This design comes from an exercise in tuning for small area on the open sky130 flow, not from production work.
Power and IR drop assume default switching activity.

==> v3 <==
Design opfwd_top, start of the top module:
module opfwd_top (
  input  logic        clk,
  input  logic        arst_n,
  input  logic        req_valid,
  input  logic [1:0]  req_op,
  input  logic [4:0]  req_rs1,
  input  logic [4:0]  req_rs2,
  input  logic        req_use_rs1,
  input  logic        req_use_rs2,
  input  logic [4:0]  req_rd,
  input  logic        req_writes_rd,
  input  logic [31:0] req_imm,
  output logic        stall,
  output logic        retire_valid,
  output logic [4:0]  retire_rd,
  output logic [31:0] retire_data
);
==> module opfwd_top, before the edit <==
module opfwd_top (
  input  logic        clk,
  input  logic        arst_n,
  input  logic        req_valid,
  input  logic [1:0]  req_op,
  input  logic [4:0]  req_rs1,
  input  logic [4:0]  req_rs2,
  input  logic        req_use_rs1,
  input  logic        req_use_rs2,
  input  logic [4:0]  req_rd,
  input  logic        req_writes_rd,
  input  logic [31:0] req_imm,
  output logic        stall,
  output logic        retire_valid,
  output logic [4:0]  retire_rd,
  output logic [31:0] retire_data
);
  logic [31:0] regs [1:31];
  logic [31:1] written;
  logic [4:0]  ldi_rd;
  logic        accept;
  logic        e_valid;
  logic [4:0]  e_rs1, e_rs2;
  logic        e_xor, e_ldi;
  logic [4:0]  e_rd;        
  logic [31:0] e_imm;
  logic [31:1] sel1, sel2, we;
  logic [31:0] op1, op2, res;
  logic        m_valid, w_valid;
  logic [4:0]  m_rd, w_rd;
  logic [31:0] m_data, w_data;
  assign stall  = req_valid && (ldi_rd != 5'd0) &&
                  ((req_use_rs1 && (req_rs1 == ldi_rd)) ||
                   (req_use_rs2 && (req_rs2 == ldi_rd)));
  assign accept = req_valid && !stall;
  always_ff @(posedge clk) begin
    e_rs1 <= req_use_rs1 ? req_rs1 : 5'd0;
    e_rs2 <= req_use_rs2 ? req_rs2 : 5'd0;
    e_xor <= (req_op == 2'd1);
    e_ldi <= (req_op == 2'd2);
    e_rd  <= req_writes_rd ? req_rd : 5'd0;
    e_imm <= req_imm;
  end
  always_comb begin
    for (int i = 1; i < 32; i++) begin
      sel1[i] = (e_rs1 == i[4:0]) && written[i];
      sel2[i] = (e_rs2 == i[4:0]) && written[i];
      we[i]   = e_valid && (e_rd == i[4:0]);
    end
    op1 = '0;
    op2 = '0;
    for (int i = 1; i < 32; i++) begin
      op1 = op1 | (regs[i] & {32{sel1[i]}});
      op2 = op2 | (regs[i] & {32{sel2[i]}});
    end
  end
  always_comb begin
    if (e_ldi)      res = e_imm;
    else if (e_xor) res = op1 ^ op2;
    else            res = op1 + op2;
  end
  always_ff @(posedge clk) begin
    for (int i = 1; i < 32; i++) begin
      if (we[i]) regs[i] <= res;
    end
  end
  always_ff @(posedge clk or negedge arst_n) begin
    if (!arst_n) begin
      written <= '0;
      ldi_rd  <= '0;
      e_valid <= 1'b0;
      m_valid <= 1'b0;
      w_valid <= 1'b0;
    end else begin
      written <= written | we;
      ldi_rd  <= (accept && req_op == 2'd2 && req_writes_rd) ? req_rd : 5'd0;
      e_valid <= accept;
      m_valid <= e_valid;
      w_valid <= m_valid;
    end
  end
  always_ff @(posedge clk) begin
    m_rd   <= e_rd;
    m_data <= res;
    w_rd   <= m_rd;
    w_data <= m_data;
  end
  assign retire_valid = w_valid;
  assign retire_rd    = w_rd;
  assign retire_data  = w_data;
endmodule
clock: 5.0 ns
lec_check: 0
cap_margin: 0
core_margin: 2
core_utilization: 50
slew_margin: 0
standard.sh (not shown) runs the stock make flow with config.mk's settings and CLKGATE_MAP_FILE= SYNTH_SCRIPT=/design/flow/synth_recipe.tcl, a recipe that flattens the netlist after the stock synthesis.
==> flow/flow/run.sh <==
#!/bin/bash
# The standard layout (standard.sh: the standard flow's synthesis and ORFS flow) with a
# lighter clock tree (no dummy loads), single-drive port buffers and
# power recovery (downsizing of gates with positive slack) after global
# routing. make's output goes to flow_make.log; every ORFS step keeps its
# own log under orfs/logs.
set -euo pipefail
bash standard.sh \
  "CTS_ARGS=-sink_clustering_enable -repair_clock_nets -dont_use_dummy_load -buf_list sky130_fd_sc_hd__clkbuf_8" \
  "BUFFER_PORTS_ARGS=-buffer_cell sky130_fd_sc_hd__buf_1" \
  "RECOVER_POWER=100" \
  finish > flow_make.log 2>&1
==> v37 (differences from v3) <==
--- a/flow/design.v
+++ b/flow/design.v
@@ -65,8 +65,10 @@
   logic        accept;
+  logic        fwd1_nxt, fwd2_nxt;
   logic        e_valid;
   logic [4:0]  e_rs1, e_rs2;
-  logic        e_xor, e_ldi;
+  logic        e_fwd1, e_fwd2;
+  logic        e_xor;
   logic [4:0]  e_rd;        
   logic [31:0] e_imm;
-  logic [31:1] sel1, sel2, we;
+  logic [31:1] sel1, sel2, we, keep;
   logic [31:0] op1, op2, res;
@@ -79,9 +81,12 @@
   assign accept = req_valid && !stall;
+  assign fwd1_nxt = req_use_rs1 && e_valid && (e_rd != 5'd0) && (req_rs1 == e_rd);
+  assign fwd2_nxt = req_use_rs2 && e_valid && (e_rd != 5'd0) && (req_rs2 == e_rd);
   always_ff @(posedge clk) begin
-    e_rs1 <= req_use_rs1 ? req_rs1 : 5'd0;
-    e_rs2 <= req_use_rs2 ? req_rs2 : 5'd0;
-    e_xor <= (req_op == 2'd1);
-    e_ldi <= (req_op == 2'd2);
-    e_rd  <= req_writes_rd ? req_rd : 5'd0;
-    e_imm <= req_imm;
+    e_rs1  <= (req_use_rs1 && !fwd1_nxt) ? req_rs1 : 5'd0;
+    e_rs2  <= (req_use_rs2 && !fwd2_nxt) ? req_rs2 : 5'd0;
+    e_fwd1 <= fwd1_nxt;
+    e_fwd2 <= fwd2_nxt;
+    e_xor  <= (req_op == 2'd1);
+    e_rd   <= req_writes_rd ? req_rd : 5'd0;
+    e_imm  <= (req_op == 2'd2) ? req_imm : 32'd0;
   end
@@ -89,17 +94,50 @@
     for (int i = 1; i < 32; i++) begin
+      we[i]   = m_valid && (m_rd == i[4:0]);
+      keep[i] = ~we[i];
       sel1[i] = (e_rs1 == i[4:0]) && written[i];
       sel2[i] = (e_rs2 == i[4:0]) && written[i];
-      we[i]   = e_valid && (e_rd == i[4:0]);
-    end
-    op1 = '0;
-    op2 = '0;
-    for (int i = 1; i < 32; i++) begin
-      op1 = op1 | (regs[i] & {32{sel1[i]}});
-      op2 = op2 | (regs[i] & {32{sel2[i]}});
-    end
-  end
+    end
+  end
+  logic [31:1] col [32];
   always_comb begin
-    if (e_ldi)      res = e_imm;
-    else if (e_xor) res = op1 ^ op2;
-    else            res = op1 + op2;
+    for (int b = 0; b < 32; b++) begin
+      for (int i = 1; i < 32; i++) col[b][i] = regs[i][b];
+    end
+  end
+  for (genvar b = 0; b < 32; b++) begin : g_rd
+    rf_rd_bit i_rd1 (.sel(sel1), .d(col[b]), .fwd(e_fwd1), .fwd_d(m_data[b]), .y(op1[b]));
+    rf_rd_bit i_rd2 (.sel(sel2), .d(col[b]), .fwd(e_fwd2), .fwd_d(m_data[b]), .y(op2[b]));
+  end
+  logic [31:0] p, g;
+  logic [31:0] pg_g [6];
+  logic [31:0] pg_p [6];
+  always_comb begin
+    p = op1 ^ op2;
+    g = op1 & op2 & {32{~e_xor}};
+    pg_g[0] = g;
+    pg_p[0] = p;
+    for (int l = 0; l < 5; l++) begin
+      for (int i = 0; i < 32; i++) begin
+        if (((i >> l) & 1) == 1) begin
+          pg_g[l+1][i] = pg_g[l][i] | (pg_p[l][i] & pg_g[l][((i >> l) << l) - 1]);
+          pg_p[l+1][i] = pg_p[l][i] & pg_p[l][((i >> l) << l) - 1];
+        end else begin
+          pg_g[l+1][i] = pg_g[l][i];
+          pg_p[l+1][i] = pg_p[l][i];
+        end
+      end
+    end
+    res = p ^ {pg_g[5][30:0], 1'b0} ^ e_imm;
+  end
+  logic [31:0] regs_nxt [1:31];
+  for (genvar i = 1; i < 32; i++) begin : g_hold
+    for (genvar b = 0; b < 32; b++) begin : g_bit
+      rf_hold i_hold (
+        .we   (we[i]),
+        .keep (keep[i]),
+        .d    (m_data[b]),
+        .q    (regs[i][b]),
+        .nxt  (regs_nxt[i][b])
+      );
+    end
   end
@@ -107,3 +145,3 @@
     for (int i = 1; i < 32; i++) begin
-      if (we[i]) regs[i] <= res;
+      regs[i] <= regs_nxt[i];
     end
@@ -135 +173,44 @@
 endmodule
+module rf_hold (
+  input  logic we,
+  input  logic keep,
+  input  logic d,
+  input  logic q,
+  output logic nxt
+);
+  assign nxt = (d & we) | (q & keep);
+endmodule
+module rf_rd_bit (
+  input  logic [31:1] sel,
+  input  logic [31:1] d,
+  input  logic        fwd,
+  input  logic        fwd_d,
+  output logic        y
+);
+  logic [10:0] grp_n;
+  for (genvar g = 0; g < 10; g++) begin : g_grp
+    rf_aoi3 i_aoi3 (.s(sel[3*g+3:3*g+1]), .d(d[3*g+3:3*g+1]), .y_n(grp_n[g]));
+  end
+  rf_aoi2 i_aoi2 (.s({fwd, sel[31]}), .d({fwd_d, d[31]}), .y_n(grp_n[10]));
+  rf_rd_join i_join (.grp_n(grp_n), .y(y));
+endmodule
+module rf_aoi3 (
+  input  logic [2:0] s,
+  input  logic [2:0] d,
+  output logic       y_n
+);
+  assign y_n = ~|(s & d);
+endmodule
+module rf_aoi2 (
+  input  logic [1:0] s,
+  input  logic [1:0] d,
+  output logic       y_n
+);
+  assign y_n = ~|(s & d);
+endmodule
+module rf_rd_join (
+  input  logic [10:0] grp_n,
+  output logic        y
+);
+  assign y = ~&grp_n;
+endmodule
==> flow/flow/run.sh (replaced) <==
#!/bin/bash
# The standard layout (standard.sh: the standard flow's synthesis and the ORFS flow)
# with three changes: the clock tree is built from larger sink clusters
# (at most 16 flip-flops within 100 um per leaf buffer) without dummy
# loads; the port buffers start as the smallest buffer (the resizer
# upsizes them where needed); and the repairs that timing-driven global
# placement makes at its early, still overlapping iterations are not kept
# (the resizer step after placement repairs the final placement instead).
# make's output goes to flow_make.log; each ORFS step keeps its own log
# under orfs/logs.
set -euo pipefail
bash standard.sh \
  "CTS_ARGS=-sink_clustering_enable -repair_clock_nets -dont_use_dummy_load -buf_list sky130_fd_sc_hd__clkbuf_8 -sink_clustering_size 16 -sink_clustering_max_diameter 100" \
  "BUFFER_PORTS_ARGS=-buffer_cell sky130_fd_sc_hd__buf_1" \
  "GPL_KEEP_OVERFLOW=0" \
  finish > flow_make.log 2>&1
CAP_MARGIN = 10   (was 0)
SLEW_MARGIN = 10   (was 0)
SYNTH_HIERARCHICAL = 1   (was not set)
==> notes.md <==
- v37 finished but failed the layout checks on negative setup slack. v3 reached the layout checks and failed them: max-capacitance violations, max-slew violations, negative setup slack.
- In v37 the sequential share of layout area is lower than in v3, by 12 points.
- In v3 the clock power is higher than in v37, by about 46%.
- Combinational power: v3 is higher than v37 (about 21%).
- In v3 the clock-buffer cell count is higher than in v37, by 100.
- Between v3 and v37, the lower cell count is in v3 (gap 1.4%, measured against v37).
- Against v37, the routed wire length of v3 is higher by 12%.
No functional check of the RTL was part of any run of this note.

port drivers added, routing unchanged:
In the flow no input, the clock included, has a driving cell. The finished layouts below were timed again as built, in two steps. Step 1, drivers: a clkbuf_16 drives clk and a buf_2 each remaining input, both assumed. Step 2 also shifts input and output timing later by t, the mid clock arrival at the registers, as if the neighbouring blocks saw the same clock. Slacks: ideal / step 1 / step 2; pairs: ideal / step 1.
| run | shift t [ns] | setup slack, ns | latest minus earliest clock arrival (ns) | worst data-port slew with drivers (ns) | pins driven straight from the clock port |
|---|---|---|---|---|---|
| v3 | 0.958 | -0.113 / -0.113 / -0.113 | 0.089 / 0.089 | 0.04 | 1 |
| v37 | 0.820 | -0.001 / -0.001 / -0.001 | 0.082 / 0.082 | 0.12 | 1 |
